This is an optimization exercise on Yosys and OpenROAD, whose aim is small area and a short achievable clock period, not a production implementation. The RTL was checked by simulation tests, not by an equivalence proof against the original design. No activity file was given, so power comes from the tool's default toggle rates.

--- flow/flow/run.sh ---
#!/bin/bash
# Layout of the design: the standard flow, with one step added after
# placement: flow/pull_out_regs.tcl moves the registers that drive output
# ports next to the ports' buffers and legalizes the placement again.
# Everything else, synthesis included, is the standard flow's. Each part's
# output goes to a log file of its own here; ORFS keeps each step's own log
# under orfs/logs/.
set -euo pipefail
bash standard.sh place > flow_place.log 2>&1
res=orfs/results/$FLOW_PLATFORM/sync_fifo_param/base
PLATFORM_DIR=$FLOW_HOME/platforms/$FLOW_PLATFORM PLACE_ODB=$res/3_place.odb \
  openroad -no_init -exit flow/pull_out_regs.tcl > flow_pull_out_regs.log 2>&1
bash standard.sh finish > flow_finish.log 2>&1
--- flow/flow/pull_out_regs.tcl ---
# After placement: move each register (and an inverter between it and the
# port buffer, if there is one) that drives an output port's buffer next
# to that buffer, then legalize. The output paths are the slowest paths of
# this design, and the registers otherwise sit far from their port.
set plat $::env(PLATFORM_DIR)
read_lef $plat/lef/sky130_fd_sc_hd.tlef
read_lef $plat/lef/sky130_fd_sc_hd_merged.lef
read_liberty $plat/lib/sky130_fd_sc_hd__tt_025C_1v80.lib
read_db $::env(PLACE_ODB)
set block [ord::get_db_block]

proc driver_inst {net} {
  foreach it [$net getITerms] {
    if {[$it isOutputSignal]} { return [$it getInst] }
  }
  return ""
}
proc input_net {inst} {
  foreach it [$inst getITerms] {
    if {[$it isInputSignal] && [$it getNet] != "NULL"} {
      set n [$it getNet]
      if {[$n getSigType] == "SIGNAL"} { return $n }
    }
  }
  return ""
}

set moved 0
foreach bt [$block getBTerms] {
  if {[$bt getIoType] != "OUTPUT"} continue
  set buf [driver_inst [$bt getNet]]
  if {$buf == ""} continue
  set loc [$buf getLocation]
  set src [driver_inst [input_net $buf]]
  for {set k 0} {$k < 2 && $src != ""} {incr k} {
    set m [[$src getMaster] getName]
    if {[$src isFixed]} break
    $src setLocation [lindex $loc 0] [lindex $loc 1]
    incr moved
    puts "moved $m [$src getName] to $loc"
    if {[string match "*__df*" $m]} break
    if {![string match "*__inv*" $m]} break
    set src [driver_inst [input_net $src]]
  }
}
puts "moved $moved instances"
detailed_placement
check_placement -verbose
write_db $::env(PLACE_ODB)
--- flow/standard.sh ---
#!/bin/bash
# synth_recipe.tcl (not shown) runs the flow's synth.tcl, then flattens the netlist and writes it again
# the make line also repeats each setting of config.mk as NAME=value (left out here)
make -C /OpenROAD-flow-scripts/flow DESIGN_CONFIG=/design/flow/config.mk WORK_HOME=/design/flow/orfs CLKGATE_MAP_FILE= SYNTH_SCRIPT=/design/flow/synth_recipe.tcl "${@:-finish}"
--- flow/config.mk ---
export PLATFORM = sky130hd
export DESIGN_NAME = sync_fifo_param
export DESIGN_NICKNAME = sync_fifo_param
export VERILOG_FILES = /design/flow/design.v
export SDC_FILE = /design/flow/constraint.sdc
export NUM_CORES = 4
export LEC_CHECK = 0
export CAP_MARGIN = 20
export CORE_MARGIN = 2
export CORE_UTILIZATION = 50
export CTS_CLUSTER_DIAMETER = 100
export CTS_CLUSTER_SIZE = 25
export SETUP_SLACK_MARGIN = 1.9
export SLEW_MARGIN = 20
export SYNTH_HIERARCHICAL = 1
--- flow/constraint.sdc ---
create_clock -name core_clock -period 4.0 [get_ports {sys_clk}]
set_input_delay 0.8000 -clock core_clock [delete_from_list [all_inputs] [get_ports {sys_clk}]]
set_output_delay 0.8000 -clock core_clock [all_outputs]
set_load 0.01 [all_outputs]
--- flow/design.v ---
package fifo_pkg;
    localparam int DEF_DATA_W = 8;
    localparam int DEF_ADDR_W = 8;
    localparam int FIFO_STD  = 0;
    localparam int FIFO_FWFT = 1;
    function automatic int clog2(input int value);
        int r;
        r = 0;
        while ((1 << r) < value) begin
            r = r + 1;
        end
        clog2 = r;
    endfunction
endpackage
module fifo_slot_mux
#(
    parameter int DATA_W = fifo_pkg::DEF_DATA_W
) (
    input  logic [DATA_W-1:0] hd,
    input  logic [DATA_W-1:0] sh,
    input  logic [DATA_W-1:0] ld,
    input  logic [DATA_W-1:0] q,
    input  logic [DATA_W-1:0] n,
    input  logic [DATA_W-1:0] x,
    output logic [DATA_W-1:0] y
);
    assign y = ~((hd & q) | (sh & n) | (ld & x));
endmodule
module fifo_slot_free (
    input  logic le_hi,
    input  logic ne_hi,
    input  logic le_lo,
    output logic free
);
    assign free = le_hi & (ne_hi | le_lo);
endmodule
module fifo_slot_ctl (
    input  logic free0,
    input  logic free1,
    input  logic rd,
    input  logic rd_n,
    output logic hd,
    output logic sh
);
    assign hd = ~(free0 | rd);
    assign sh = ~(free1 | rd_n);
endmodule
module fifo_slot_ld (
    input  logic free0,
    input  logic free1,
    input  logic rd,
    output logic ld
);
    assign ld = free0 | (free1 & rd);
endmodule
module sync_fifo_param
#(
    parameter int DATA_W    = fifo_pkg::DEF_DATA_W,
    parameter int ADDR_W    = fifo_pkg::DEF_ADDR_W,
    parameter int AF_THRESH = (1 << ADDR_W) - 2,
    parameter int AE_THRESH = 2
) (
    input  logic              sys_clk,
    input  logic              sys_rst,
    input  logic              wr_en,
    input  logic [DATA_W-1:0] din,
    input  logic              rd_en,
    output logic [DATA_W-1:0] dout,
    output logic              full,
    output logic              empty,
    output logic              almost_full,
    output logic              almost_empty,
    output logic [ADDR_W:0]   data_count,
    output logic              overflow,
    output logic              underflow
);
    localparam int CW    = ADDR_W + 1;
    localparam int DEPTH = 1 << ADDR_W;
    localparam logic [ADDR_W:0] DEPTH_C = CW'(DEPTH);
    localparam logic [ADDR_W:0] AF_C    = CW'(AF_THRESH);
    localparam logic [ADDR_W:0] AE_C    = CW'(AE_THRESH);
    logic            wr_acc;
    logic            rd_acc;
    logic            inc;
    logic            dec;
    logic            phase;          
    logic [ADDR_W:0] ncount;         
    logic            nfull;          
    logic            empty_i;        
    logic            empty_q;        
    logic            aempty_q;       
    logic [ADDR_W:0] count;
    logic [15:0]     le_hi;          
    logic [15:0]     ne_hi;          
    logic [14:0]     le_lo;          
    assign count = ~ncount;
    assign wr_acc = wr_en & nfull;
    assign rd_acc = rd_en & ~empty_i;
    assign inc    = wr_acc & ~rd_acc;
    assign dec    = rd_acc & ~wr_acc;
    logic [DATA_W*(DEPTH+1)-1:0] q;
    logic [DATA_W*DEPTH-1:0]     d;
    logic [DATA_W-1:0]           x;
    logic [DEPTH:0]              free;    
    assign q[DATA_W*(DEPTH+1)-1 -: DATA_W] = '0;
    assign x = din ^ {DATA_W{phase}};
    genvar i;
    generate
        for (i = 0; i < DEPTH; i++) begin : g_free
            fifo_slot_free u_free (
                .le_hi (le_hi[i/16]),
                .ne_hi (ne_hi[i/16]),
                .le_lo ((i % 16 == 15) ? 1'b1 : le_lo[(i % 16 == 15) ? 0 : i % 16]),
                .free  (free[i])
            );
        end
        assign free[DEPTH] = 1'b1;
        for (i = 0; i < DEPTH; i++) begin : g_slot
            logic hd, sh, ld;
            fifo_slot_ctl u_ctl (
                .free0 (free[i]),
                .free1 (free[i+1]),
                .rd    (rd_en),
                .rd_n  (~rd_en),
                .hd    (hd),
                .sh    (sh)
            );
            fifo_slot_ld u_ld (
                .free0 (free[i]),
                .free1 (free[i+1]),
                .rd    (rd_en),
                .ld    (ld)
            );
            fifo_slot_mux #(.DATA_W(DATA_W)) u_mux (
                .hd ({DATA_W{hd}}),
                .sh ({DATA_W{sh}}),
                .ld ({DATA_W{ld}}),
                .q  (q[DATA_W*i +: DATA_W]),
                .n  (q[DATA_W*(i+1) +: DATA_W]),
                .x  (x),
                .y  (d[DATA_W*i +: DATA_W])
            );
        end
    endgenerate
    always_ff @(posedge sys_clk) begin
        q[DATA_W*DEPTH-1:0] <= d;
    end
    logic [ADDR_W:0] count_up, count_dn, count_next;
    logic            full_next, empty_next, af_next, ae_next;
    assign count_up = count + CW'(1);
    assign count_dn = count - CW'(1);
    always_comb begin
        if (inc) begin
            count_next = count_up;
            full_next  = (count == DEPTH_C - CW'(1));
            empty_next = 1'b0;
            af_next    = (count >= AF_C - CW'(1));
            ae_next    = (count <= AE_C - CW'(1));
        end else if (dec) begin
            count_next = count_dn;
            full_next  = 1'b0;
            empty_next = (count == CW'(1));
            af_next    = (count >= AF_C + CW'(1));
            ae_next    = (count <= AE_C + CW'(1));
        end else begin
            count_next = count;
            full_next  = (count == DEPTH_C);
            empty_next = (count == '0);
            af_next    = (count >= AF_C);
            ae_next    = (count <= AE_C);
        end
    end
    logic [15:0] le_hi_next, ne_hi_next, le_hi_up, ne_hi_up, le_hi_dn, ne_hi_dn;
    logic [14:0] le_lo_next, le_lo_up, le_lo_dn;
    logic        lo15, lo0;
    assign lo15 = ~le_lo[14];
    assign lo0  = le_lo[0];
    always_comb begin
        le_lo_up[0] = lo15;
        for (int b = 1; b < 15; b++) begin
            le_lo_up[b] = le_lo[b-1] | lo15;
        end
        for (int b = 0; b < 14; b++) begin
            le_lo_dn[b] = le_lo[b+1] & ~lo0;
        end
        le_lo_dn[14] = ~lo0;
        le_hi_up[0] = lo15 ? 1'b0 : le_hi[0];
        ne_hi_up[0] = lo15 ? 1'b1 : ne_hi[0];
        for (int a = 1; a < 16; a++) begin
            le_hi_up[a] = lo15 ? le_hi[a-1] : le_hi[a];
            ne_hi_up[a] = lo15 ? ne_hi[a-1] : ne_hi[a];
        end
        for (int a = 0; a < 15; a++) begin
            le_hi_dn[a] = lo0 ? le_hi[a+1] : le_hi[a];
            ne_hi_dn[a] = lo0 ? ne_hi[a+1] : ne_hi[a];
        end
        le_hi_dn[15] = lo0 ? 1'b1  : le_hi[15];
        ne_hi_dn[15] = lo0 ? nfull : ne_hi[15];
        if (inc) begin
            le_hi_next = le_hi_up;
            ne_hi_next = ne_hi_up;
            le_lo_next = le_lo_up;
        end else if (dec) begin
            le_hi_next = le_hi_dn;
            ne_hi_next = ne_hi_dn;
            le_lo_next = le_lo_dn;
        end else begin
            le_hi_next = le_hi;
            ne_hi_next = ne_hi;
            le_lo_next = le_lo;
        end
    end
    assign empty        = ~empty_q;
    assign almost_empty = ~aempty_q;
    always_ff @(posedge sys_clk or posedge sys_rst) begin
        if (sys_rst) begin
            le_hi        <= '1;
            ne_hi        <= 16'hfffe;
            le_lo        <= '1;
            phase        <= 1'b0;
            ncount       <= '1;
            nfull        <= 1'b1;
            empty_i      <= 1'b1;
            data_count   <= '0;
            full         <= 1'b0;
            empty_q      <= 1'b0;
            almost_full  <= 1'b0;
            aempty_q     <= 1'b0;
            overflow     <= 1'b0;
            underflow    <= 1'b0;
            dout         <= '0;
        end else begin
            le_hi        <= le_hi_next;
            ne_hi        <= ne_hi_next;
            le_lo        <= le_lo_next;
            phase        <= ~phase;
            ncount       <= ~count_next;
            nfull        <= ~full_next;
            empty_i      <= empty_next;
            data_count   <= count_next;
            full         <= full_next;
            empty_q      <= ~empty_next;
            almost_full  <= af_next;
            aempty_q     <= ~ae_next;
            overflow     <= wr_en & ~nfull;
            underflow    <= rd_en & empty_i;
            if (rd_acc) begin
                dout <= q[DATA_W-1:0] ^ {DATA_W{phase}};
            end
        end
    end
endmodule
==> results of run 1 <==
## cells in the mapped netlist (all sizes together), types with 3 or more instances
cell | count | area [um2]
a21o | 257 | 1930
a21oi | 47 | 235
a222oi | 2048 | 20500
a22oi | 13 | 97.6
buf | 9 | 51.3
clkbuf | 15 | 56.3
dfrtp | 25 | 626
dfstp | 57 | 1500
dfxtp | 2048 | 41000
ha | 8 | 100
inv | 16 | 60.1
mux2i | 30 | 300
nand2 | 22 | 82.6
nand2b | 10 | 62.6
nor2 | 554 | 2080
nor2b | 15 | 93.8
nor3 | 3 | 15.0
o21a | 256 | 1920
o21ai | 18 | 90.1
xnor2 | 14 | 123
xor2 | 14 | 123
## flip-flops by register name (all words and copies together), names as in the netlist
name and count:
empty_i 1, overflow 1, ne_hi 16, full 1
ncount 9, underflow 1, data_count 9, le_hi 16
phase 1, aempty_q 1, almost_full 1, nfull 1
dout 8, le_lo 15, empty_q 1, q 2048
## per-module statistics from Yosys, one instance, submodules excluded, excerpt
module | flops+latches | cells | times used
fifo_slot_ctl | 0 | 2 | 256
fifo_slot_free | 0 | 1 | 256
fifo_slot_ld | 0 | 1 | 256
sync_fifo_param | 2130 | 2428 | 1
## power by group
part	internal (mW)	switching, mW	leakage, nW
clock network	4.52	6.49	1.27
registers	30.7	6.71	18.2
logic	7.91	11.1	11.8
## worst max-delay path: stages
cell	delay (ns)
buf_8	0.28
clkinvlp_4	0.37
buf_12	0.34
nor2_1	0.54
a222oi_1	0.17
## logic make-up after synthesis
family | count (synthesis) | synth area share, %
AOI/OAI and AO/OA | 2647 | 34.9
xor gates and xnor gates | 28 | 0.344
adders and majority gates | 8 | 0.141
buffers and inverters | 40 | 0.235
DFF | 2130 | 60.6
muxes | 32 | 0.453
other | 2 | 0.0105
and+or+nand+nor | 613 | 3.37
## what timing repair did
item                                    in CTS  in global routing
buffers inserted                            37                 27
pin swaps                                    3                  3
endpoints found under the setup margin    2094                333
resized for setup                          127                 30
gates cloned                                 0                  4
## path summary, 6_finish.rpt
kind	end	cells after the start	slack [ns]
min in group asynchronous	data_count[6]	2	0.48
worst max-delay path	q[1993]	5	1.90
worst min-delay path	q[1446]	1	0.43
worst min register to register	q[1446]	1	0.43
worst max register to register	q[1623]	4	1.94
max in group asynchronous	ne_hi[14]	3	2.65
## layer usage
metal | GRT usage, % | part of all wire (%)
met4 | 6.65 | 2.1
met3 | 3.20 | 7.7
met2 | 43.3 | 46
met1 | 38.9 | 44
met5 | 0 | 0
## area by class of cell
type	count	area share, %
Sequential cell	2130	55.0
Multi-Input combinational cell	3354	36.0
Clock buffer	115	3.25
Tap cell	1890	3.01
Timing Repair Buffer	170	2.55
Inverter	16	0.0845
Clock inverter	5	0.0606
## through the flow
| step | std cells | instance area [um2] | worst slack, ns |
|---|---|---|---|
| 6_report | 7680 | 78500 | 1.90 |
| 5_1_grt | 7680 | 78500 | 1.84 |
| 4_1_cts | 7649 | 78000 | 1.87 |
| 3_5_place_dp | 7492 | 74900 | 0.640 |
| 2_1_floorplan | 5524 | 71500 | -0.406 |
| 3_3_place_gp | 7492 | 74900 | 0.720 |
==> notes.md, run 1 <==
Tcrit/Tclk final: 52.6%
Clk_skew: 0.0412 ns
HP Start: q[1454]
Total Nets Final: 5,787
Synth-to-layout area growth: 10.2%
Crit Path Class: in -> reg
HP Class: reg -> reg
Fin util: 55.5%
Detail Route Antenna Nets: 0
Vias per inst: 7.65
Synthesized area: 71,200 um2
Starting Density: 50.4%
Flops & latches, synth: 2,130
Pin slew with the least headroom to its limit: 0.883 ns
Routability Congestion: 0.777
Max clock buf depth: 3
Worst reg2reg startpoint: phase
Clock sink total: 2,130
Die height: 381 um
Worst Path Required: 4.54 ns
Crit path max fanout: 90
Maximum VDD drop: 0.000460 V
Final Critical Period: 2.10 ns
WHS: 0.427 ns
Yosys cell types: 39
Num CTS Buffers: 95
FILL cells: 11,950
Fin. Hold Viols: 0
All-layer global routing usage: 27.0%
Status: finished clean
Die X: 381 um
Unrepaired setup endpoints after global routing: yes
Synth async-reset ratio: 3.85%
Routed len/inst: 27.2 um
Critical Path Source: rd_en
Final Setup Violations: 0
Clock transition at path regs: 0.09 ns
Main flop type after synthesis: dfxtp_1
P_leak: 31.2 nW
Synth warnings: 7
Register area share after synthesis: 60.6%
TritonRoute pass-1 iters: 15
Hold Buf Count CTS: 0
Multi-input logic area: 28,300 um2
Clk root buf: clkbuf_16
DRC Markers: 0
Clk latency of the worst-skew pair: 0.74 ns
Global-route wire length before repair: 324,000 um
Core ar.: 141,000 um2
Cell Pwr Density: 859 nW/um2
H-tree Lvls: 3
Slew headroom: 41.1%
Total Die Area: 145,000 um2
Starting DRT DRC Count: 13,894
Setup TNS: 0 ns
Mean Syn Cell Area: 12.9 um2
# rows: 138
Vias in the first global route: 55,024
Arr. time, crit path: 2.64 ns
Max Clock Freq: 475 MHz
Share of cells above drive strength 1: 6.17%
Wire length after detailed routing: 209,000 um
Crit end category: flop
EDFF count, synth: 0
FF+latch area: 43,200 um2
Largest net degree at the start of global routing: 157
Ports: 35
Syn Inst Count: 5,500
Total power: 67.4 mW
Max capacitance violation total: 0
Startpoint types: input pin
Final max-slew violation count: 0
Initial antenna violation count: 0
Via count: 58,783
Most frequent cells in the layout: a222oi_1 (2,048), dfxtp_1 (2,048), nor2_1 (545), a21o_1 (257), o21a_1 (256)
Ant. Diodes: 0
CTS tree: yes
Grt ovf: 0
Number of buffers added on ports: 34
Hpwl dp: 124,000 um
==> run 2: changes to the inputs <==
==> flow/flow/run.sh (replaced) <==
#!/bin/bash
# Layout of the design: the standard flow, with two changes:
# - the input and output ports get plain buffers (buf_4) instead of the
#   delay cells that buffer_ports picks by default;
# - after placement, flow/pull_out_regs.tcl moves the registers that drive
#   output ports next to the ports' buffers and legalizes the placement.
# Everything else, synthesis included, is the standard flow's. Each part's
# output goes to a log file of its own here; ORFS keeps each step's own log
# under orfs/logs/.
set -euo pipefail
export BUFFER_PORTS_ARGS="-buffer_cell sky130_fd_sc_hd__buf_4"
bash standard.sh place > flow_place.log 2>&1
res=orfs/results/$FLOW_PLATFORM/sync_fifo_param/base
PLATFORM_DIR=$FLOW_HOME/platforms/$FLOW_PLATFORM PLACE_ODB=$res/3_place.odb \
  openroad -no_init -exit flow/pull_out_regs.tcl > flow_pull_out_regs.log 2>&1
bash standard.sh finish > flow_finish.log 2>&1
==> notes.md, run 2 <==
CP max stage delay: 0.42 ns
Mean Syn Cell Area: 12.9 um2
Fin. Hold Viols: 0
Crit Path Class: reg -> out
Via count: 58,720
Global-route wire length before repair: 324,000 um
Final Cell Area: 78,800 um2
Cell Area, Placed: 75,100 um2
Max capacitance violation total: 0
Share of cells above drive strength 1: 6.54%
Synth warnings: 7
Routability Congestion: 0.815
Clock sink total: 2,130
Regs by FF count: q (2048), le_hi (16), ne_hi (16)
P_leak: 31.4 nW
Crit end category: primary output
WHS: 0.172 ns
TritonRoute pass-1 iters: 12
Core ar.: 141,000 um2
Total Nets Final: 5,807
H-tree Lvls: 3
Clk root buf: clkbuf_16
FILL cells: 11,907
HP Class: in -> async
Hpwl dp: 126,000 um
Worst path bufs/invs: 1
Clock transition at path regs: 0.10 ns
Crit path cell chain: buf_6
Wire length after detailed routing: 211,000 um
Arr. time, crit path: 1.29 ns
Synth async-reset ratio: 3.85%
Top cells by area, synth: dfxtp_1 (58%), a222oi_1 (29%), nor2_1 (2.9%)
Synth cell count leaders: a222oi_1 (2,048), dfxtp_1 (2,048), nor2_1 (553)
Starting DRT DRC Count: 14,095
Starting Density: 50.4%
CTS tree: yes
Vias per inst: 7.62
Clk latency of the worst-skew pair: 0.75 ns
Synthesized area: 71,200 um2
Flops & latches, synth: 2,130
# rows: 138
Die X: 381 um
Die height: 381 um
Main flop type after synthesis: dfxtp_1
EDFF count, synth: 0
Non-filler cells, final: 7,702
DRC Markers: 0
Cell Pwr Density: 856 nW/um2
Ports: 35
Vias in the first global route: 55,542
Yosys cell types: 39
Most frequent cells in the layout: a222oi_1 (2,048), dfxtp_1 (2,048), nor2_1 (551), a21o_1 (257), o21a_1 (256)
Largest net degree at the start of global routing: 148
Final max-slew violation count: 0
Unrepaired setup endpoints after global routing: yes
Grt ovf: 0
Top-area cell type share of the netlist area: 57.6%
Num CTS Buffers: 95
Register area share after synthesis: 60.6%
Tcrit/Tclk final: 52.2%
Max FFs per register: 2,048
Max clock buf depth: 3
Initial antenna violation count: 7
Area leader, netlist: dfxtp_1
CP max-delay cell: dfrtp_1
Total Die Area: 145,000 um2
Clk_skew: 0.0317 ns
Largest Register: q
Number of buffers added on ports: 34
Post-placement cell count: 7,510
Detail Route Antenna Nets: 0
Hold Buf Count CTS: 0
Setup TNS: 0 ns
Syn Inst Count: 5,500
Final Setup Violations: 0
Routed len/inst: 27.3 um
Maximum VDD drop: 0.000488 V
Synth-to-layout area growth: 10.7%
Family with the most delay on the worst path: flip-flops
Status: finished clean
Final Critical Period: 2.09 ns
Worst Path Required: 3.20 ns
Max Clock Freq: 479 MHz
FF-to-FF setup slack: 1.92 ns
Slew headroom: 37.2%
Crit path max fanout: 2
All-layer global routing usage: 27.3%
Pin slew with the least headroom to its limit: 0.942 ns
Startpoint types: flop
## run 2: cell count changes in the layout (fill, tap and decap cells not counted), moves of 5 or more
cell,previous run,this run
buf_16,2,7
buf_6,18,28
buf_2,12,0
nor2_1,545,551
clkdlybuf4s50_1,10,0
nor2_2,9,2
buf_4,79,99
## run 2: final timing paths
check / start / to / cells past startpoint
setup / recovery: dout[5] / dout[5] / 1
hold / removal: sys_rst / overflow / 2
setup reg to reg: ncount[5] / data_count[8] / 5
hold reg to reg: q[1374] / q[1366] / 1
max in group asynchronous: sys_rst / le_hi[14] / 3
min in group core_clock: wr_en / overflow / 2
## run 2: through the flow
step / power, mW / utilization [%] / setup slack, ns
after floorplan: 48.8 / - / -0.406
after global placement: 55.2 / 53.1 / 0.947
after detailed placement: 55.7 / 53.1 / 0.927
after CTS: 67.2 / 55.6 / 1.81
after global routing: 71.2 / 55.7 / 1.83
final: 67.4 / 55.7 / 1.91
## run 2: cell families after synthesis
| logic type | Yosys count | synth area share (%) |
|---|---|---|
| DFF | 2130 | 60.6 |
| muxes | 32 | 0.453 |
| buffers and inverters | 40 | 0.235 |
| other | 2 | 0.0105 |
| and+or+nand+nor | 613 | 3.37 |
| AOI/OAI and AO/OA | 2647 | 34.9 |
| adders and majority gates | 8 | 0.141 |
| xor gates and xnor gates | 28 | 0.344 |
## run 2: timing repair
item,in CTS,in global routing
endpoints found under the setup margin,2084,500
gates resized for setup,63,20
pin swaps,7,6
setup buffers,49,14
cloned,5,2
## run 2: report_power, final
group	switching (mW)	internal (mW)	total (mW)
Clock	6.53	4.47	11.0
Sequential	6.73	30.7	37.4
Combinational	11.0	7.98	19.0
## run 2: layer usage
| metal | vias to the layer above | routed length [um] | GRT usage [%] |
|---|---|---|---|
| li1 | 26339 | - | - |
| met1 | 29571 | 92200 | 37.8 |
| met2 | 2531 | 96300 | 43.7 |
| met3 | 273 | 16200 | 4.39 |
| met4 | 6 | 5890 | 8.63 |
| met5 | - | 31 | 0 |
## run 2: cell type report
class | count | area (um2) | area share [%]
diodes | 2 | 5.00 | 0.00635
clock buffers | 115 | 2520 | 3.19
clock inverters | 5 | 58.8 | 0.0746
inverters | 16 | 66.3 | 0.0841
multi-input cells | 3355 | 28300 | 35.9
flip-flops and latches | 2130 | 43200 | 54.8
well taps | 1890 | 2360 | 3.00
repair buffers | 189 | 2370 | 3.00
## run 2: per-module statistics from Yosys, one instance, submodules excluded, a selection
module	area, um2	copies in the design	flip-flops and latches	cells inside
fifo_slot_free	7.51	256	0	1
fifo_slot_ctl	7.51	256	0	2
fifo_slot_ld	7.51	256	0	1
sync_fifo_param	44900	1	2130	2428
==> run 3: changes to the inputs <==
--- a/flow/config.mk
+++ b/flow/config.mk
@@ -11,5 +11,5 @@
 export CTS_CLUSTER_DIAMETER = 100
 export CTS_CLUSTER_SIZE = 25
-export SETUP_SLACK_MARGIN = 1.9
+export SETUP_SLACK_MARGIN = 2.0
 export SLEW_MARGIN = 20
 export SYNTH_HIERARCHICAL = 1
==> notes.md, run 3 <==
Fin. Hold Viols: 0
FF-to-FF setup slack: 1.94 ns
Clk_skew: 0.0335 ns
CP max stage delay: 0.41 ns
Core ar.: 141,000 um2
Largest Register: q
Switching share of power: 36.0%
Mean Syn Cell Area: 12.9 um2
Top cells by area, synth: dfxtp_1 (58%), a222oi_1 (29%), nor2_1 (2.9%)
Yosys cell types: 39
Seq pwr share: 55.2%
Final Critical Period: 2.09 ns
Max Clock Freq: 479 MHz
Crit end category: primary output
Unrepaired setup endpoints after global routing: yes
Initial antenna violation count: 0
Routability Congestion: 0.815
Total Nets Final: 5,818
Synth-to-layout area growth: 10.9%
HP Class: in -> async
Clk latency of the worst-skew pair: 0.75 ns
Switching power: 24.4 mW
Clk pwr share: 16.2%
Global-route wire length before repair: 324,000 um
Critical Path Source: data_count[3]
Crit Path Class: reg -> out
Clock sink total: 2,130
Non-filler cells, final: 7,711
Clock transition at path regs: 0.10 ns
Vias per inst: 7.63
Synth warnings: 7
Crit path max fanout: 1
Syn Inst Count: 5,500
Via count: 58,843
Main flop type after synthesis: dfxtp_1
Pin slew with the least headroom to its limit: 1.03 ns
Synth cell count leaders: a222oi_1 (2,048), dfxtp_1 (2,048), nor2_1 (553)
Ant. Diodes: 0
Area leader, netlist: dfxtp_1
Grt ovf: 0
EDFF count, synth: 0
Die X: 381 um
Crit path cell chain: buf_6
Total power: 67.7 mW
Top-area cell type share of the netlist area: 57.6%
Starting DRT DRC Count: 14,121
Max clock buf depth: 3
H-tree Lvls: 3
DRC Markers: 0
Flops & latches, synth: 2,130
TritonRoute pass-1 iters: 12
Clk root buf: clkbuf_16
Routed len/inst: 27.3 um
Family with the most delay on the worst path: flip-flops
Tcrit/Tclk final: 52.2%
Register area share after synthesis: 60.6%
Slew headroom: 31.4%
Post-placement cell count: 7,510
Hold Buf Count CTS: 0
Hpwl dp: 126,000 um
Worst Path Required: 3.20 ns
P_leak: 31.5 nW
Wire length after detailed routing: 210,000 um
Synth async-reset ratio: 3.85%
Startpoint types: flop
Detail Route Antenna Nets: 0
Starting Density: 50.4%
Ports: 35
Num CTS Buffers: 95
Number of buffers added on ports: 34
Final Setup Violations: 0
Status: finished clean
Vias in the first global route: 55,691
Largest net degree at the start of global routing: 148
Final max-slew violation count: 0
Arr. time, crit path: 1.29 ns
Max FFs per register: 2,048
Fin util: 55.9%
Share of cells above drive strength 1: 7.06%
CP max-delay cell: dfrtp_1
CTS tree: yes
Worst reg2reg startpoint: phase
Regs by FF count: q (2048), le_hi (16), ne_hi (16)
Total Die Area: 145,000 um2
All-layer global routing usage: 27.1%
Synthesized area: 71,200 um2
Gate power share: 28.6%
# rows: 138
Worst path bufs/invs: 1
Maximum VDD drop: 0.000488 V
Cell Pwr Density: 857 nW/um2
Most frequent cells in the layout: a222oi_1 (2,048), dfxtp_1 (2,048), nor2_1 (550), a21o_1 (257), o21a_1 (255)
Die height: 381 um
Max capacitance violation total: 0
P_int: 43.3 mW
-- run 3: cell types whose count changed in the layout (fill, tap and decap cells not counted), sizes merged --
cell	before	now
buf	182	196
bufbuf	3	1
diode	2	0
clkbuf	119	118
-- run 3: cell families after synthesis --
logic type | share of synthesized area (%)
other cells | 0.0105
fa+ha+maj | 0.141
buf+inv | 0.235
simple gates | 3.37
xor+xnor | 0.344
mux | 0.453
compound gates | 34.9
flops | 60.6
-- run 3: area by class of cell --
cell class | instances | area (um2)
multi-input combinational | 3355 | 28400
timing repair buffer | 200 | 2430
fill | 11900 | 62400
inverter | 16 | 66.3
clock buffer | 115 | 2520
sequential | 2130 | 43200
clock inverter | 5 | 58.8
tap | 1890 | 2360
-- run 3: through the flow --
stage / setup TNS (ns) / cell area, um2 / hold WS (ns) / worst slack [ns]
floorplan: -803.22 / 71500 / 0.416 / -0.406
global placement: 0 / 75100 / 0.424 / 0.947
detailed placement: 0 / 75100 / 0.428 / 0.927
CTS: 0 / 78600 / 0.166 / 1.84
global route: 0 / 79000 / 0.193 / 1.83
finish: 0 / 79000 / 0.168 / 1.91
-- run 3: per-layer routing --
metal / GRT usage, % / share of wire [%] / vias to the layer above
li1: - / - / 26339
met1: 38.1 / 44 / 29769
met2: 44.1 / 46 / 2499
met3: 3.44 / 7.3 / 236
met4: 7.43 / 2.5 / 0
met5: 0 / 0 / -
-- run 3: path summary, 6_finish.rpt --
kind	cells after the start	end
max	1	data_count[3]
min	2	overflow
max reg2reg	5	q[1877]
min reg2reg	1	q[1094]
max in group asynchronous	3	le_hi[14]
min in group core_clock	2	overflow
-- run 3: per-module statistics from Yosys (local to each module, per instance), excerpt --
module,copies in the design,cells
fifo_slot_ctl,256,2
fifo_slot_free,256,1
fifo_slot_ld,256,1
sync_fifo_param,1,2428
-- run 3: timing repair --
item,4_1_cts,5_1_grt
buffers inserted,59,16
cloned,3,3
pin swaps,7,20
gates resized for setup,73,50
setup endpoints to repair,2110,261
-- run 3: power groups by stage --
stage                     clock [mW]  combinational [mW]  sequential [mW]
after detailed placement           0                17.7             38.0
after global routing            12.0                21.2             38.2
after CTS                       11.3                18.9             37.1
after global placement             0                17.2             38.0
final                           11.0                19.3             37.3
after floorplan                    0                13.8             35.0
==> run 4: changes to the inputs <==
--- a/flow/config.mk
+++ b/flow/config.mk
@@ -8,5 +8,5 @@
 export CAP_MARGIN = 20
 export CORE_MARGIN = 2
-export CORE_UTILIZATION = 50
+export CORE_UTILIZATION = 56
 export CTS_CLUSTER_DIAMETER = 100
 export CTS_CLUSTER_SIZE = 25
==> notes.md, run 4 <==
Vias per inst: 7.96
Unrepaired setup endpoints after global routing: yes
Ports: 35
Num CTS Buffers: 95
Tcrit/Tclk final: 51.7%
Startpoint types: input pin
TritonRoute pass-1 iters: 14
Crit path cell chain: buf_8, clkinvlp_4, buf_16, nor2_1, a222oi_1
Die height: 361 um
All-layer global routing usage: 29.4%
Number of buffers added on ports: 34
Vias in the first global route: 55,393
Register area share after synthesis: 60.6%
Most frequent cells in the layout: a222oi_1 (2,048), dfxtp_1 (2,048), nor2_1 (535), a21o_1 (257), o21a_1 (256)
Switching power: 24.2 mW
Top-area cell type share of the netlist area: 57.6%
Initial antenna violation count: 5
Grt ovf: 0
Largest net degree at the start of global routing: 225
Starting DRT DRC Count: 15,007
Routability Congestion: 0.799
Via count: 59,165
Area leader, netlist: dfxtp_1
Total Nets Final: 5,784
CP max-delay cell: nor2_1
Fin. Hold Viols: 0
Reg2reg end: q[1568]
H-tree Lvls: 3
Final max-slew violation count: 0
Synth warnings: 7
Final Setup Violations: 0
Critical Path Source: rd_en
Core ar.: 126,000 um2
Wire length after detailed routing: 207,000 um
Family with the most delay on the worst path: buffers and inverters
Regs by FF count: q (2048), le_hi (16), ne_hi (16)
Worst Path Required: 4.54 ns
DP Worst Slack: 1.14 ns
Synth-to-layout area growth: 9.89%
Clock sink total: 2,130
FILL cells: 10,122
Synthesized area: 71,200 um2
P_int: 43.1 mW
Largest Register: q
Hpwl dp: 119,000 um
Slew headroom: 37.9%
Syn Inst Count: 5,500
Worst path bufs/invs: 3
Maximum VDD drop: 0.000478 V
Final setup margin: 1.93 ns
Gate power share: 28.4%
Seq pwr share: 55.5%
FF+latch area: 43,200 um2
Status: finished clean
Clk_skew: 0.0301 ns
Clk latency of the worst-skew pair: 0.71 ns
Multi-input logic area: 28,300 um2
CTS tree: yes
HP Class: in -> async
Top cells by area, synth: dfxtp_1 (58%), a222oi_1 (29%), nor2_1 (2.9%)
Cell Pwr Density: 860 nW/um2
# rows: 130
Global-route wire length before repair: 316,000 um
Detail Route Antenna Nets: 0
EDFF count, synth: 0
Max Clock Freq: 483 MHz
FF-to-FF setup slack: 1.99 ns
Synth cell count leaders: a222oi_1 (2,048), dfxtp_1 (2,048), nor2_1 (553)
Pin slew with the least headroom to its limit: 0.932 ns
Synth async-reset ratio: 3.85%
Flops & latches, synth: 2,130
Arr. time, crit path: 2.61 ns
Clk root buf: clkbuf_16
CP max stage delay: 0.58 ns
Final Critical Period: 2.07 ns
Hold Buf Count CTS: 0
Max clock buf depth: 3
Yosys cell types: 39
Crit end category: flop
Crit Path Class: in -> reg
Main flop type after synthesis: dfxtp_1
Worst reg2reg startpoint: phase
Mean Syn Cell Area: 12.9 um2
Clk pwr share: 16.1%
Share of cells above drive strength 1: 6.31%
Total Die Area: 130,000 um2
Starting Density: 56.6%
Routed len/inst: 27.8 um
Max capacitance violation total: 0
WHS: 0.273 ns
Die X: 361 um
Worst r2r path cells: 5
DRC Markers: 0
Max FFs per register: 2,048
P_leak: 31.3 nW
Switching share of power: 35.9%
Crit path max fanout: 116
Clock transition at path regs: 0.09 ns
## run 4: changes by cell type in the layout (fill, tap and decap cells not counted), sizes merged
cell,before,now
clkbuf,118,122
a21oi,48,47
diode,0,2
buf,196,158
inv,18,16
clkinv,2,0
## run 4: logic make-up (layout without fill, tap and decap cells)
logic type	Yosys count	count (layout)	synth area share (%)
AO/OA/AOI/OAI	2647	2647	34.9
XOR/XNOR	28	28	0.344
adder cells (fa/ha/maj)	8	8	0.141
buffers and inverters	40	298	0.235
flip-flops	2130	2130	60.6
multiplexers	32	32	0.453
other	2	28	0.0105
AND/OR/NAND/NOR	613	613	3.37
## run 4: area by class of cell
| type | instances | area share, % |
|---|---|---|
| sequential | 2130 | 55.2 |
| inverter | 16 | 0.0847 |
| clock buffer | 114 | 3.18 |
| tap | 1650 | 2.64 |
| timing repair buffer | 167 | 2.75 |
| multi-input combinational | 3354 | 36.1 |
| clock inverter | 1 | 0.0256 |
| antenna | 2 | 0.00640 |
## run 4: timing repair
item,4_1_cts,5_1_grt
endpoints found under the setup margin,2093,1313
pin swaps,4,12
gates resized for setup,56,42
setup buffers,49,19
hold endpoints to repair,0,0
cloned,1,5
## run 4: worst max path at each step
stage / to / cells after the start
after floorplan: q[0] / 3
after global placement: data_count[6] / 7
after detailed placement: data_count[5] / 7
after CTS: empty / 2
after global routing: q[658] / 5
final: q[394] / 5
## run 4: layer usage
metal / vias to the layer above / share of wire, % / global-route usage (%)
met5: - / 0.0087 / 0
met4: 4 / 2.4 / 8.66
met3: 267 / 7.8 / 3.53
met2: 2708 / 47 / 48.2
met1: 29875 / 43 / 40.7
li1: 26311 / - / -
## run 4: stage by stage
stage                     total power, mW  instance area [um2]  cells  TNS [ns]  util, %
final                                67.3                78200   7434         0     62.2
after global routing                 71.0                78200   7432         0     62.1
after CTS                            67.4                77800   7408         0     61.8
after detailed placement             56.1                74500   7243         0     59.1
after global placement               55.3                74500   7243         0     59.1
after floorplan                      48.8                71500   5524   -803.22        -
## run 4: modules after synthesis (local to each module, per instance), excerpt
module / cell area (um2) / flops+latches / times used / cells inside
fifo_slot_ctl: 7.51 / 0 / 256 / 2
fifo_slot_ld: 7.51 / 0 / 256 / 1
sync_fifo_param: 44900 / 2130 / 1 / 2428
fifo_slot_free: 7.51 / 0 / 256 / 1
## run 4: power by group through the flow
stage	logic, mW	clock network [mW]	registers [mW]
floorplan	13.8	0	35.0
global placement	17.2	0	38.1
detailed placement	17.8	0	38.2
CTS	19.1	11.1	37.2
global route	21.0	11.8	38.2
finish	19.1	10.8	37.4
==> run 5: changes to the inputs <==
--- a/flow/config.mk
+++ b/flow/config.mk
@@ -11,5 +11,5 @@
 export CTS_CLUSTER_DIAMETER = 100
 export CTS_CLUSTER_SIZE = 25
-export SETUP_SLACK_MARGIN = 2.0
+export SETUP_SLACK_MARGIN = 1.9
 export SLEW_MARGIN = 20
 export SYNTH_HIERARCHICAL = 1
==> notes.md, run 5 <==
Clk latency of the worst-skew pair: 0.71 ns
Final Setup Violations: 0
Unrepaired setup endpoints after global routing: no
Fin. Hold Viols: 0
Seq pwr share: 55.7%
Number of buffers added on ports: 34
Initial antenna violation count: 1
Clock sink total: 2,130
Starting Density: 56.6%
Num CTS Buffers: 95
Total Nets Final: 5,760
H-tree Lvls: 3
Routed len/inst: 27.8 um
Die X: 361 um
Die height: 361 um
Largest net degree at the start of global routing: 225
Share of cells above drive strength 1: 5.54%
Multi-input logic area: 28,200 um2
Switching power: 24.3 mW
Starting DRT DRC Count: 14,846
TritonRoute pass-1 iters: 13
Slew headroom: 36.7%
Arr. time, crit path: 1.25 ns
Startpoint types: flop
Synth cell count leaders: a222oi_1 (2,048), dfxtp_1 (2,048), nor2_1 (553)
Area leader, netlist: dfxtp_1
# rows: 130
Worst path bufs/invs: 1
Pin slew with the least headroom to its limit: 0.950 ns
Max FFs per register: 2,048
Worst Path Required: 3.20 ns
FILL cells: 10,170
P_int: 43.1 mW
Crit end category: primary output
WP depth: 1
Register area share after synthesis: 60.6%
Worst r2r path cells: 5
Fin util: 61.8%
Clk_skew: 0.0263 ns
Vias per inst: 7.94
Ports: 35
Wire length after detailed routing: 206,000 um
Mean Syn Cell Area: 12.9 um2
Clk pwr share: 16.1%
Crit Path Class: reg -> out
Global-route wire length before repair: 317,000 um
Top-area cell type share of the netlist area: 57.6%
Vias in the first global route: 55,365
Clk root buf: clkbuf_16
Total Die Area: 130,000 um2
Synth async-reset ratio: 3.85%
FF-to-FF setup slack: 1.97 ns
Worst reg2reg startpoint: ncount[5]
CP max-delay cell: dfrtp_1
All-layer global routing usage: 29.6%
Detail Route Antenna Nets: 0
Routability Congestion: 0.799
Final Critical Period: 2.05 ns
Yosys cell types: 39
Gate power share: 28.2%
Post-placement cell count: 7,243
Core ar.: 126,000 um2
CTS tree: yes
Critical Path Source: dout[7]
Crit path cell chain: buf_6
CP max stage delay: 0.42 ns
FF+latch area: 43,200 um2
Most frequent cells in the layout: a222oi_1 (2,048), dfxtp_1 (2,048), nor2_1 (553), a21o_1 (257), o21a_1 (256)
Reg2reg end: ncount[8]
Top cells by area, synth: dfxtp_1 (58%), a222oi_1 (29%), nor2_1 (2.9%)
Flops & latches, synth: 2,130
Max clock buf depth: 3
Synthesized area: 71,200 um2
Syn Inst Count: 5,500
Synth warnings: 7
Non-filler cells, final: 7,409
Grt ovf: 0
Regs by FF count: q (2048), le_hi (16), ne_hi (16)
Max Clock Freq: 488 MHz
Main flop type after synthesis: dfxtp_1
Maximum VDD drop: 0.000480 V
Max capacitance violation total: 0
Crit path max fanout: 2
EDFF count, synth: 0
HP Class: in -> async
DRC Markers: 0
Status: finished clean
Largest Register: q
Synth-to-layout area growth: 9.32%
Final max-slew violation count: 0
Clock transition at path regs: 0.10 ns
P_leak: 31.1 nW
Critical Path End: dout[7]
Via count: 58,844
Cell Pwr Density: 866 nW/um2
Family with the most delay on the worst path: flip-flops
Tcrit/Tclk final: 51.3%
Hpwl dp: 119,000 um
Switching share of power: 36.1%
run 5: cells by family after synthesis:
logic type                 synth area share, %
AOI/OAI and AO/OA                         34.9
DFF                                       60.6
and+or+nand+nor                           3.37
buffers and inverters                    0.235
muxes                                    0.453
xor gates and xnor gates                 0.344
adders and majority gates                0.141
other                                   0.0105
run 5: how the worst min path moves through the flow:
stage,from,end,cells past startpoint
finish,sys_rst,almost_full,2
detailed placement,q[974],q[966],1
floorplan,q[1014],q[1006],1
global route,sys_rst,data_count[7],2
global placement,q[366],q[358],1
CTS,sys_rst,data_count[7],2
run 5: cell type report:
class                      instances  area share [%]
sequential                      2130            55.5
tap                             1650            2.65
multi-input combinational       3354            36.2
inverter                          16          0.0852
clock inverter                     1          0.0257
timing repair buffer             143            2.32
clock buffer                     114            3.20
antenna                            1         0.00321
run 5: power groups by stage:
| stage | clock (mW) | combinational [mW] | sequential [mW] |
|---|---|---|---|
| 2_1_floorplan | 0 | 13.8 | 35.0 |
| 3_3_place_gp | 0 | 17.2 | 38.1 |
| 3_5_place_dp | 0 | 17.8 | 38.2 |
| 4_1_cts | 11.1 | 18.7 | 37.4 |
| 5_1_grt | 11.8 | 20.9 | 38.4 |
| 6_report | 10.8 | 19.0 | 37.6 |
run 5: per-layer routing:
layer / track usage, % / wire length [um]
met1: 41.2 / 87500
met2: 48.4 / 96700
met3: 3.43 / 16700
met4: 9.07 / 4990
met5: 0 / 0
run 5: stage by stage:
stage / hold slack, ns / cell area, um2 / setup WS (ns) / TNS [ns] / total power [mW]
finish: 0.284 / 77800 / 1.95 / 0 / 67.4
detailed placement: 0.431 / 74500 / 1.14 / 0 / 56.1
global placement: 0.419 / 74500 / 1.19 / 0 / 55.3
CTS: 0.275 / 77700 / 1.90 / 0 / 67.2
floorplan: 0.416 / 71500 / -0.406 / -803.22 / 48.8
global route: 0.331 / 77800 / 1.89 / 0 / 71.2
run 5: timing repair:
action / CTS / global route
pin swaps: 7 / 0
buffers inserted: 39 / 4
cloned: 4 / 3
hold buffers: 0 / 0
setup endpoints to repair: 2028 / 304
resized for setup: 31 / 16
run 5: Yosys stat by module (local to each module, per instance), excerpt:
module           cells  flip-flops and latches  cell area, um2  copies in the design
fifo_slot_ld         1                       0            7.51                   256
fifo_slot_ctl        2                       0            7.51                   256
fifo_slot_free       1                       0            7.51                   256
sync_fifo_param   2428                    2130           44900                     1
==> run 6: changes to the inputs <==
--- a/flow/config.mk
+++ b/flow/config.mk
@@ -8,5 +8,5 @@
 export CAP_MARGIN = 20
 export CORE_MARGIN = 2
-export CORE_UTILIZATION = 56
+export CORE_UTILIZATION = 62
 export CTS_CLUSTER_DIAMETER = 100
 export CTS_CLUSTER_SIZE = 25
==> notes.md, run 6 <==
Wire length after detailed routing: 204,000 um
Area leader, netlist: dfxtp_1
Final max-slew violation count: 0
Final setup margin: 1.84 ns
Grt ovf: 0
Detail Route Antenna Nets: 0
Number of buffers added on ports: 34
Mean Syn Cell Area: 12.9 um2
Total Die Area: 118,000 um2
Fin. Hold Viols: 0
Hpwl dp: 123,000 um
Clk pwr share: 16.2%
Crit end category: flop
Unrepaired setup endpoints after global routing: yes
Switching share of power: 36.1%
Yosys cell types: 39
Core ar.: 114,000 um2
Synth Area in Simple Gates: 3.37%
Ports: 35
All-layer global routing usage: 33.0%
Die height: 343 um
P_int: 43.2 mW
Fin util: 68.6%
Synth cell count leaders: a222oi_1 (2,048), dfxtp_1 (2,048), nor2_1 (553)
Clk_skew: 0.0380 ns
FILL cells: 8,540
CTS tree: yes
Startpoint types: input pin
Synth async-reset ratio: 3.85%
Register area share after synthesis: 60.6%
Synth-to-layout area growth: 10.0%
Clock transition at path regs: 0.10 ns
Switching power: 24.4 mW
Max Clock Freq: 464 MHz
Synth Area in XOR/XNOR: 0.344%
Status: finished clean
Adder-cell share of the synthesized area: 0.141%
Reg2reg end: q[2028]
Max FFs per register: 2,048
Gate power share: 28.4%
Top-area cell type share of the netlist area: 57.6%
Final Critical Period: 2.16 ns
Die X: 343 um
Max clock buf depth: 3
Flops & latches, synth: 2,130
HP Class: in -> async
Starting DRT DRC Count: 14,679
Share of cells above drive strength 1: 7.23%
Worst r2r path cells: 3
Initial antenna violation count: 2
Max capacitance violation total: 0
Tcrit/Tclk final: 53.9%
Total power: 67.6 mW
Syn Inst Count: 5,500
Routed len/inst: 27.9 um
Vias in the first global route: 56,184
EDFF count, synth: 0
Crit path max fanout: 96
Top cells by area, synth: dfxtp_1 (58%), a222oi_1 (29%), nor2_1 (2.9%)
Synth warnings: 7
WHS: 0.124 ns
FF-to-FF setup slack: 1.86 ns
Routability Congestion: 0.822
Clk root buf: clkbuf_16
Arr. time, crit path: 2.72 ns
Clock sink total: 2,130
Starting Density: 62.4%
Total Nets Final: 5,799
Compound-Gate Fraction of Synth Area: 34.9%
Vias per inst: 8.12
Hold Buf Count CTS: 0
Worst Path Required: 4.57 ns
Pin slew with the least headroom to its limit: 0.858 ns
H-tree Lvls: 3
Num CTS Buffers: 95
Clk latency of the worst-skew pair: 0.73 ns
Mux cell area share after synthesis: 0.453%
Synthesized area: 71,200 um2
Regs by FF count: q (2048), le_hi (16), ne_hi (16)
DP Worst Slack: 0.777 ns
Slew headroom: 42.8%
DRC Markers: 0
Largest Register: q
Non-filler cells, final: 7,320
P_leak: 31.3 nW
Cell Pwr Density: 862 nW/um2
Crit Path Class: in -> reg
Final Setup Violations: 0
Global-route wire length before repair: 317,000 um
Post-placement cell count: 7,118
Maximum VDD drop: 0.000549 V
Largest net degree at the start of global routing: 148
# rows: 124
Seq pwr share: 55.4%
Main flop type after synthesis: dfxtp_1
Via count: 59,412
Worst reg2reg startpoint: phase
TritonRoute pass-1 iters: 15
Most frequent cells in the layout: a222oi_1 (2,048), dfxtp_1 (2,048), nor2_1 (516), a21o_1 (257), o21a_1 (256)
Combinational family with the most area after synthesis: compound AO/OA/AOI/OAI gates
[run 6: metal layers]
layer | routed length (um) | part of all wire [%] | global-route usage [%] | vias up
met5 | 13 | 0.0064 | 0 | -
met4 | 5590 | 2.7 | 10.5 | 2
met3 | 18700 | 9.2 | 4.87 | 297
met2 | 96000 | 47 | 53.6 | 3044
met1 | 83900 | 41 | 45.5 | 29769
li1 | - | - | - | 26300
[run 6: how the worst max path moves through the flow]
stage	cells past startpoint	slack, ns	from	to
2_1_floorplan	3	-0.41	rd_en	q[0]
3_3_place_gp	6	0.83	rd_en	q[1635]
3_5_place_dp	6	0.78	rd_en	q[1520]
4_1_cts	4	1.81	phase	q[1776]
5_1_grt	3	1.78	phase	q[1580]
6_report	6	1.84	rd_en	q[1719]
[run 6: cells by family (layout without fill, tap and decap cells)]
group                      Yosys count  after routing
xor gates and xnor gates            28             28
DFF                               2130           2130
and+or+nand+nor                    613            613
buffers and inverters               40            322
AOI/OAI and AO/OA                 2647           2647
other                                2             28
muxes                               32             32
adders and majority gates            8              8
[run 6: modules after synthesis, one instance, submodules excluded, a selection]
module,flip-flops and latches,cells inside,cell area [um2],copies in the design
sync_fifo_param,2130,2428,44900,1
fifo_slot_ctl,0,2,7.51,256
fifo_slot_free,0,1,7.51,256
fifo_slot_ld,0,1,7.51,256
[run 6: cell type report]
cell class	count	area (um2)	area share, %
clock inverters	4	53.8	0.0687
repair buffers	182	2120	2.71
diodes	2	5.00	0.00639
clock buffers	120	2530	3.24
inverters	16	66.3	0.0846
multi-input cells	3354	28500	36.4
well taps	1512	1890	2.41
flip-flops and latches	2130	43200	55.1
[run 6: metrics by stage]
step	setup TNS (ns)	instance area (um2)
after floorplan	-803.22	71500
after global placement	0	74400
after detailed placement	0	74400
after CTS	0	77800
after global routing	0	78300
final	0	78300
[run 6: what timing repair did]
action / 4_1_cts / 5_1_grt
gates resized for setup: 62 / 62
endpoints found under the setup margin: 2112 / 548
gates cloned: 3 / 0
buffers inserted: 50 / 22
pin swaps: 4 / 4
[run 6: power groups by stage]
stage          clock network [mW]  logic, mW  registers [mW]
2_1_floorplan                   0       13.8            35.0
3_3_place_gp                    0       17.0            38.0
3_5_place_dp                    0       17.8            38.2
4_1_cts                      11.1       18.4            37.3
5_1_grt                      11.8       21.0            38.2
6_report                     10.9       19.2            37.4
[run 6: worst max-delay path, stage by stage]
cell,delay [ns]
buf_8,0.11
buf_16,0.35
clkinvlp_4,0.29
buf_12,0.28
nor2_1,0.56
a222oi_1,0.19
==> run 7: changes to the inputs <==
==> flow/flow/run.sh (replaced) <==
#!/bin/bash
# Layout of the design: the standard flow, with one step added after
# placement: flow/pull_out_regs.tcl moves the registers that drive output
# ports next to the ports' buffers, doubles the drive of the store's select
# gates, and legalizes the placement again.
# Everything else, synthesis included, is the standard flow's. Each part's
# output goes to a log file of its own here; ORFS keeps each step's own log
# under orfs/logs/.
set -euo pipefail
bash standard.sh place > flow_place.log 2>&1
res=orfs/results/$FLOW_PLATFORM/sync_fifo_param/base
PLATFORM_DIR=$FLOW_HOME/platforms/$FLOW_PLATFORM PLACE_ODB=$res/3_place.odb \
  openroad -no_init -exit flow/pull_out_regs.tcl > flow_pull_out_regs.log 2>&1
bash standard.sh finish > flow_finish.log 2>&1
--- a/flow/flow/pull_out_regs.tcl
+++ b/flow/flow/pull_out_regs.tcl
@@ -3,4 +3,7 @@
 # to that buffer, then legalize. The output paths are the slowest paths of
 # this design, and the registers otherwise sit far from their port.
+# Also give the store's select gates (a nor2_1 driving a word's eight
+# a222oi bits) double drive strength: synthesis sizes them for a light
+# load, and they are the slow step of the store's paths.
 set plat $::env(PLATFORM_DIR)
 read_lef $plat/lef/sky130_fd_sc_hd.tlef
@@ -45,4 +48,22 @@
 }
 puts "moved $moved instances"
+
+set nor2_2 [[ord::get_db] findMaster sky130_fd_sc_hd__nor2_2]
+set sized 0
+foreach inst [$block getInsts] {
+  if {[[$inst getMaster] getName] != "sky130_fd_sc_hd__nor2_1"} continue
+  set loads 0
+  foreach it [$inst getITerms] {
+    if {![$it isOutputSignal] || [$it getNet] == "NULL"} continue
+    foreach l [[$it getNet] getITerms] {
+      if {[[[$l getInst] getMaster] getName] == "sky130_fd_sc_hd__a222oi_1"} { incr loads }
+    }
+  }
+  if {$loads >= 4} {
+    $inst swapMaster $nor2_2
+    incr sized
+  }
+}
+puts "sized up $sized select gates"
 detailed_placement
 check_placement -verbose
--- a/flow/config.mk
+++ b/flow/config.mk
@@ -8,5 +8,5 @@
 export CAP_MARGIN = 20
 export CORE_MARGIN = 2
-export CORE_UTILIZATION = 62
+export CORE_UTILIZATION = 50
 export CTS_CLUSTER_DIAMETER = 100
 export CTS_CLUSTER_SIZE = 25
==> notes.md, run 7 <==
Worst r2r path cells: 6
FF-to-FF setup slack: 1.94 ns
Hpwl dp: 124,000 um
Clk_skew: 0.0367 ns
Largest net degree at the start of global routing: 157
Final setup margin: 1.90 ns
Via count: 58,798
Routability Congestion: 0.777
Tcrit/Tclk final: 52.5%
Vias in the first global route: 55,334
Core ar.: 141,000 um2
Crit path cell chain: clkdlybuf4s50_1, nand2_1, inv_1, ha_4, buf_4, nor2_2, a22oi_1, a21oi_1
Top-area cell type share of the netlist area: 57.6%
Syn Inst Count: 5,500
Unrepaired setup endpoints after global routing: yes
Top cells by area, synth: dfxtp_1 (58%), a222oi_1 (29%), nor2_1 (2.9%)
Worst Path Required: 4.66 ns
Register area share after synthesis: 60.6%
Routed len/inst: 27.3 um
Critical Path Source: wr_en
Starting Density: 50.4%
CP max-delay cell: nor2_2
Final Critical Period: 2.10 ns
Regs by FF count: q (2048), le_hi (16), ne_hi (16)
Max FFs per register: 2,048
Hold Buf Count CTS: 0
Arr. time, crit path: 2.76 ns
Worst path bufs/invs: 3
Area leader, netlist: dfxtp_1
Reg2reg end: data_count[0]
Crit path max fanout: 14
Max Clock Freq: 476 MHz
Clk latency of the worst-skew pair: 0.74 ns
TritonRoute pass-1 iters: 14
Worst reg2reg startpoint: nfull
Synth warnings: 7
Clock sink total: 2,130
Crit Path Class: in -> reg
Setup TNS: 0 ns
Synth-to-layout area growth: 11.8%
Clock transition at path regs: 0.10 ns
Main flop type after synthesis: dfxtp_1
Flops & latches, synth: 2,130
Share of cells above drive strength 1: 14.8%
Mean Syn Cell Area: 12.9 um2
CTS tree: yes
Grt ovf: 0
Ports: 35
Crit end category: flop
DP Worst Slack: 0.640 ns
Die height: 381 um
Total Nets Final: 5,778
# rows: 138
P_leak: 31.1 nW
DRC Markers: 0
Number of buffers added on ports: 34
Family with the most delay on the worst path: buffers and inverters
Slew headroom: 39.6%
WP depth: 8
Synth async-reset ratio: 3.85%
H-tree Lvls: 3
Maximum VDD drop: 0.000490 V
Yosys cell types: 39
Final Setup Violations: 0
Final max-slew violation count: 0
FILL cells: 11,895
EDFF count, synth: 0
Total Die Area: 145,000 um2
Critical Path End: le_lo[12]
Global-route wire length before repair: 325,000 um
Total power: 68.1 mW
Most frequent cells in the layout: a222oi_1 (2,048), dfxtp_1 (2,048), nor2_2 (515), a21o_1 (257), o21a_1 (256)
Multi-input logic area: 29,500 um2
Largest Register: q
Status: finished clean
All-layer global routing usage: 27.1%
Clk root buf: clkbuf_16
HP Class: reg -> reg
Synth cell count leaders: a222oi_1 (2,048), dfxtp_1 (2,048), nor2_1 (553)
Wire length after detailed routing: 210,000 um
Die X: 381 um
Starting DRT DRC Count: 14,028
Vias per inst: 7.66
Synthesized area: 71,200 um2
Pin slew with the least headroom to its limit: 0.906 ns
Cell Pwr Density: 856 nW/um2
Final Cell Area: 79,600 um2
Ant. Diodes: 0
WHS: 0.430 ns
FF+latch area: 43,200 um2
Detail Route Antenna Nets: 0
Startpoint types: input pin
Num CTS Buffers: 95
Initial antenna violation count: 0
Max clock buf depth: 3
CP max stage delay: 0.53 ns
Cell Area, Placed: 74,900 um2
Fin. Hold Viols: 0
Max capacitance violation total: 0
## run 7: worst min path at each step
stage	end	from	cells after the start
3_5_place_dp	q[1990]	q[1998]	1
6_report	q[1446]	q[1454]	1
4_1_cts	q[1198]	q[1206]	1
3_3_place_gp	q[286]	q[294]	1
5_1_grt	q[1446]	q[1454]	1
2_1_floorplan	q[1006]	q[1014]	1
## run 7: per-stage QoR
stage          std cells  util [%]
2_1_floorplan       5524         -
3_3_place_gp        7492      53.0
3_5_place_dp        7492      53.0
4_1_cts             7648      56.1
5_1_grt             7671      56.3
6_report            7671      56.3
## run 7: cell families after synthesis
group	count (synthesis)	synth area share [%]
AOI/OAI and AO/OA	2647	34.9
muxes	32	0.453
xor gates and xnor gates	28	0.344
and+or+nand+nor	613	3.37
other	2	0.0105
buffers and inverters	40	0.235
DFF	2130	60.6
adders and majority gates	8	0.141
## run 7: layout make-up
class	instances	share of cell area (%)
inverter	16	0.0833
clock inverter	5	0.0597
tap	1890	2.97
sequential	2130	54.2
clock buffer	115	3.20
timing repair buffer	161	2.33
multi-input combinational	3354	37.1
## run 7: modules after synthesis, one instance, submodules excluded, excerpt
module           area (um2)  cells
fifo_slot_ctl          7.51      2
fifo_slot_ld           7.51      1
sync_fifo_param       44900   2428
fifo_slot_free         7.51      1
## run 7: routing by layer
| metal | part of all wire (%) | global-route usage [%] | vias up | wire length [um] |
|---|---|---|---|---|
| met5 | 0 | 0 | - | 0 |
| met4 | 2.1 | 6.31 | 0 | 4440 |
| met3 | 6.9 | 3.04 | 222 | 14400 |
| met2 | 46 | 43.7 | 2470 | 96900 |
| met1 | 45 | 39.1 | 29811 | 93900 |
| li1 | - | - | 26295 | - |
## run 7: repair_timing
item,4_1_cts,5_1_grt
setup buffers,36,19
endpoints found under the setup margin,2093,248
pin swaps,3,4
gates resized for setup,127,22
cloned,0,4
## run 7: power breakdown
part	switching [mW]	internal, mW
Clock	6.51	4.52
Sequential	6.88	30.7
Combinational	11.5	8.03
## run 7: worst reg2reg max path, delay by kind of cell, from the launching register on
| kind | cells | cell delay (ns) |
|---|---|---|
| xor+xnor | 1 | 0.70 |
| flops | 1 | 0.55 |
| buf+inv | 2 | 0.26 |
| fa+ha+maj | 1 | 0.21 |
| simple gates | 2 | 0.17 |
==> run 8: changes to the inputs <==
--- a/flow/design.v
+++ b/flow/design.v
@@ -47,10 +47,9 @@
 endmodule
 module fifo_slot_ld (
-    input  logic free0,
-    input  logic free1,
-    input  logic rd,
+    input  logic hd,
+    input  logic sh,
     output logic ld
 );
-    assign ld = free0 | (free1 & rd);
+    assign ld = ~(hd | sh);
 endmodule
 module sync_fifo_param
@@ -127,8 +126,7 @@
             );
             fifo_slot_ld u_ld (
-                .free0 (free[i]),
-                .free1 (free[i+1]),
-                .rd    (rd_en),
-                .ld    (ld)
+                .hd (hd),
+                .sh (sh),
+                .ld (ld)
             );
             fifo_slot_mux #(.DATA_W(DATA_W)) u_mux (
@@ -153,14 +151,14 @@
         if (inc) begin
             count_next = count_up;
-            full_next  = (count == DEPTH_C - CW'(1));
+            full_next  = (count_up == DEPTH_C);
             empty_next = 1'b0;
-            af_next    = (count >= AF_C - CW'(1));
-            ae_next    = (count <= AE_C - CW'(1));
+            af_next    = (count_up >= AF_C);
+            ae_next    = (count_up <= AE_C);
         end else if (dec) begin
             count_next = count_dn;
             full_next  = 1'b0;
-            empty_next = (count == CW'(1));
-            af_next    = (count >= AF_C + CW'(1));
-            ae_next    = (count <= AE_C + CW'(1));
+            empty_next = (count_dn == '0);
+            af_next    = (count_dn >= AF_C);
+            ae_next    = (count_dn <= AE_C);
         end else begin
             count_next = count;
==> notes.md, run 8 <==
TritonRoute pass-1 iters: 12
P_leak: 30.5 nW
DRC Markers: 0
Max FFs per register: 2,048
Total Nets Final: 5,845
Core ar.: 140,000 um2
Gate power share: 31.9%
Crit end category: flop
Die X: 380 um
Detail Route Antenna Nets: 0
Fin util: 57.2%
CTS tree: yes
Slew headroom: 35.3%
Starting DRT DRC Count: 13,336
Largest Register: q
Wire length after detailed routing: 205,000 um
Crit Path Class: in -> reg
Status: finished clean
Syn Inst Count: 5,553
Setup TNS: 0 ns
Ports: 35
Share of cells above drive strength 1: 19.3%
Final Setup Violations: 0
Area leader, netlist: dfxtp_1
Die height: 380 um
WHS: 0.437 ns
Grt ovf: 0
Reg2reg end: q[1988]
Top cells by area, synth: dfxtp_1 (58%), a222oi_1 (29%), nor2_1 (4.3%)
Hold Path Cell Cnt: 1
Main flop type after synthesis: dfxtp_1
FF-to-FF setup slack: 1.91 ns
Regs by FF count: q (2048), le_hi (16), ne_hi (16)
Final Critical Period: 2.14 ns
Clk_skew: 0.0250 ns
Number of buffers added on ports: 34
Unrepaired setup endpoints after global routing: yes
Switching share of power: 37.6%
HP Class: reg -> reg
HP Start: q[70]
Non-filler cells, final: 7,722
Largest net degree at the start of global routing: 135
Yosys cell types: 55
Routability Congestion: 0.809
Hold EP: q[62]
Worst Path Required: 4.58 ns
Synth async-reset ratio: 3.85%
Seq pwr share: 53.7%
H-tree Lvls: 3
Hpwl dp: 124,000 um
Crit path max fanout: 95
Most frequent cells in the layout: a222oi_1 (2,048), dfxtp_1 (2,048), nor2_2 (718), o21a_1 (257), clkbuf_16 (102)
Synth-to-layout area growth: 13.3%
Synth warnings: 7
Pin slew with the least headroom to its limit: 0.970 ns
Clock transition at path regs: 0.10 ns
Tcrit/Tclk final: 53.4%
P_int: 47.6 mW
Synth cell count leaders: a222oi_1 (2,048), dfxtp_1 (2,048), nor2_1 (813)
Maximum VDD drop: 0.000425 V
Vias per inst: 7.55
Clk pwr share: 14.4%
Final max-slew violation count: 0
Hold Buf Count CTS: 0
Cell Pwr Density: 951 nW/um2
Routed len/inst: 26.6 um
Top-area cell type share of the netlist area: 58.0%
Clk latency of the worst-skew pair: 0.73 ns
Global-route wire length before repair: 319,000 um
Initial antenna violation count: 5
Arr. time, crit path: 2.71 ns
Vias in the first global route: 54,393
Max clock buf depth: 3
Flops & latches, synth: 2,130
Fin. Hold Viols: 0
Synthesized area: 70,700 um2
EDFF count, synth: 0
Worst r2r path cells: 5
Startpoint types: input pin
All-layer global routing usage: 26.7%
Post-placement cell count: 7,548
Total Die Area: 144,000 um2
Max Clock Freq: 468 MHz
Register area share after synthesis: 61.0%
Worst reg2reg startpoint: le_lo[9]
Max capacitance violation total: 0
Starting Density: 50.5%
Switching power: 28.6 mW
# rows: 137
Clock sink total: 2,130
Clk root buf: clkbuf_16
Mean Syn Cell Area: 12.7 um2
Num CTS Buffers: 95
Via count: 58,305
Total power: 76.2 mW
-- run 8: changes by cell type after synthesis, sizes merged, moves of 3 or more --
cell    delta
nor2     +259
a21o     -257
clkbuf     +8
nand3      +6
and3       +5
a32oi      +3
and2       +3
inv        +3
nand2b     -3
nor4       +3
o21ai      +3
-- run 8: Yosys stat by module, one instance, submodules excluded, a selection --
module           area (um2)  copies in the design
fifo_slot_ctl          7.51                   256
fifo_slot_free         7.51                   256
fifo_slot_ld           3.75                   256
sync_fifo_param       45400                     1
-- run 8: layer usage --
layer | vias to the layer above | routed length, um | GRT usage (%)
met5 | - | 0 | 0
met3 | 234 | 14000 | 2.54
met1 | 29503 | 92700 | 38.8
li1 | 26294 | - | -
met4 | 0 | 3950 | 6.00
met2 | 2274 | 94700 | 43.0
-- run 8: area by class of cell --
type,count,area (um2)
timing repair buffer,185,2200
clock buffer,115,2490
tap,1876,2350
clock inverter,2,46.3
antenna,1,2.50
sequential,2130,43200
fill,11915,59800
multi-input combinational,3394,29700
inverter,19,77.6
-- run 8: worst max path at each step --
stage,cells past startpoint,endpoint,startpoint,slack (ns)
finish,7,q[1158],rd_en,1.86
global route,7,q[1246],rd_en,1.83
CTS,1,dout[3],dout[3],1.88
detailed placement,6,q[286],rd_en,0.78
global placement,6,q[286],rd_en,0.83
floorplan,4,q[1838],rd_en,-0.61
-- run 8: metrics by stage --
stage                     cell area, um2  setup WS, ns
after global placement             74800         0.828
after floorplan                    71200        -0.615
final                              80100          1.86
after detailed placement           74800         0.778
after CTS                          79400          1.88
after global routing               80100          1.83
-- run 8: logic make-up (layout without fill, tap and decap cells) --
| group | count (synthesis) | count (layout) | share of synthesized area [%] |
|---|---|---|---|
| other | 2 | 26 | 0.0106 |
| buffers and inverters | 52 | 321 | 0.416 |
| multiplexers | 31 | 31 | 0.441 |
| adder cells (fa/ha/maj) | 8 | 8 | 0.142 |
| XOR/XNOR | 30 | 30 | 0.372 |
| AND/OR/NAND/NOR | 893 | 893 | 4.96 |
| AO/OA/AOI/OAI | 2407 | 2407 | 32.6 |
| flip-flops | 2130 | 2130 | 61.0 |
-- run 8: worst max-delay path: stages --
cell        delay, ns
buf_8            0.14
clkinvlp_4       0.12
buf_12           0.14
buf_12           0.57
nor2_2           0.24
nor2_2           0.37
a222oi_1         0.15
-- run 8: what timing repair did --
action | in CTS | in global routing
pin swaps | 5 | 9
setup buffers | 37 | 14
setup endpoints to repair | 2045 | 616
gates resized for setup | 129 | 76
gates cloned | 0 | 5
-- run 8: power groups by stage --
stage / registers [mW] / logic (mW) / clock network [mW]
2_1_floorplan: 37.9 / 17.4 / 0
3_3_place_gp: 41.3 / 21.2 / 0
3_5_place_dp: 41.3 / 21.9 / 0
4_1_cts: 40.6 / 23.8 / 11.2
5_1_grt: 42.0 / 26.8 / 12.0
6_report: 40.9 / 24.3 / 11.0

[port drivers added, routing unchanged]
Ports are ideal in the flow. The routed layouts listed here were re-timed in OpenROAD. Step 1, drivers: a clkbuf_16 drives sys_clk and a buf_2 each remaining input, both assumed. Step 2 moves the port delays by t, midway between the first and last clock arrival at a register: inputs arrive t later, outputs are due t later. That takes back most of the time a late clock gives input paths. a / b / c = no drivers / after step 1 / after step 2; a / b = the first two.
run | shift t [ns] | slack for setup (ns) | latest minus earliest clock arrival (ns) | worst register clock-pin slew, ns | worst data-port slew with drivers (ns)
run 1 | 0.802 | 1.896 / 1.833 / 1.110 | 0.044 / 0.043 | 0.10 / 0.10 | 0.06
run 2 | 0.809 | 1.913 / 1.838 / 1.318 | 0.032 / 0.032 | 0.10 / 0.10 | 0.05
run 3 | 0.817 | 1.913 / 1.831 / 1.263 | 0.036 / 0.036 | 0.10 / 0.10 | 0.05
run 4 | 0.779 | 1.931 / 1.863 / 1.176 | 0.032 / 0.032 | 0.11 / 0.11 | 0.06
run 5 | 0.773 | 1.949 / 1.872 / 1.251 | 0.029 / 0.030 | 0.10 / 0.10 | 0.06
run 6 | 0.784 | 1.844 / 1.799 / 1.015 | 0.040 / 0.040 | 0.10 / 0.10 | 0.12
run 7 | 0.805 | 1.899 / 1.836 / 1.144 | 0.039 / 0.039 | 0.10 / 0.10 | 0.07
run 8 | 0.799 | 1.865 / 1.850 / 1.097 | 0.029 / 0.030 | 0.10 / 0.10 | 0.07
After both steps every run listed still meets setup and hold. The setup slack of run 6, which loses most, moves by -0.045 ns with the drivers and by -0.829 ns with both steps.
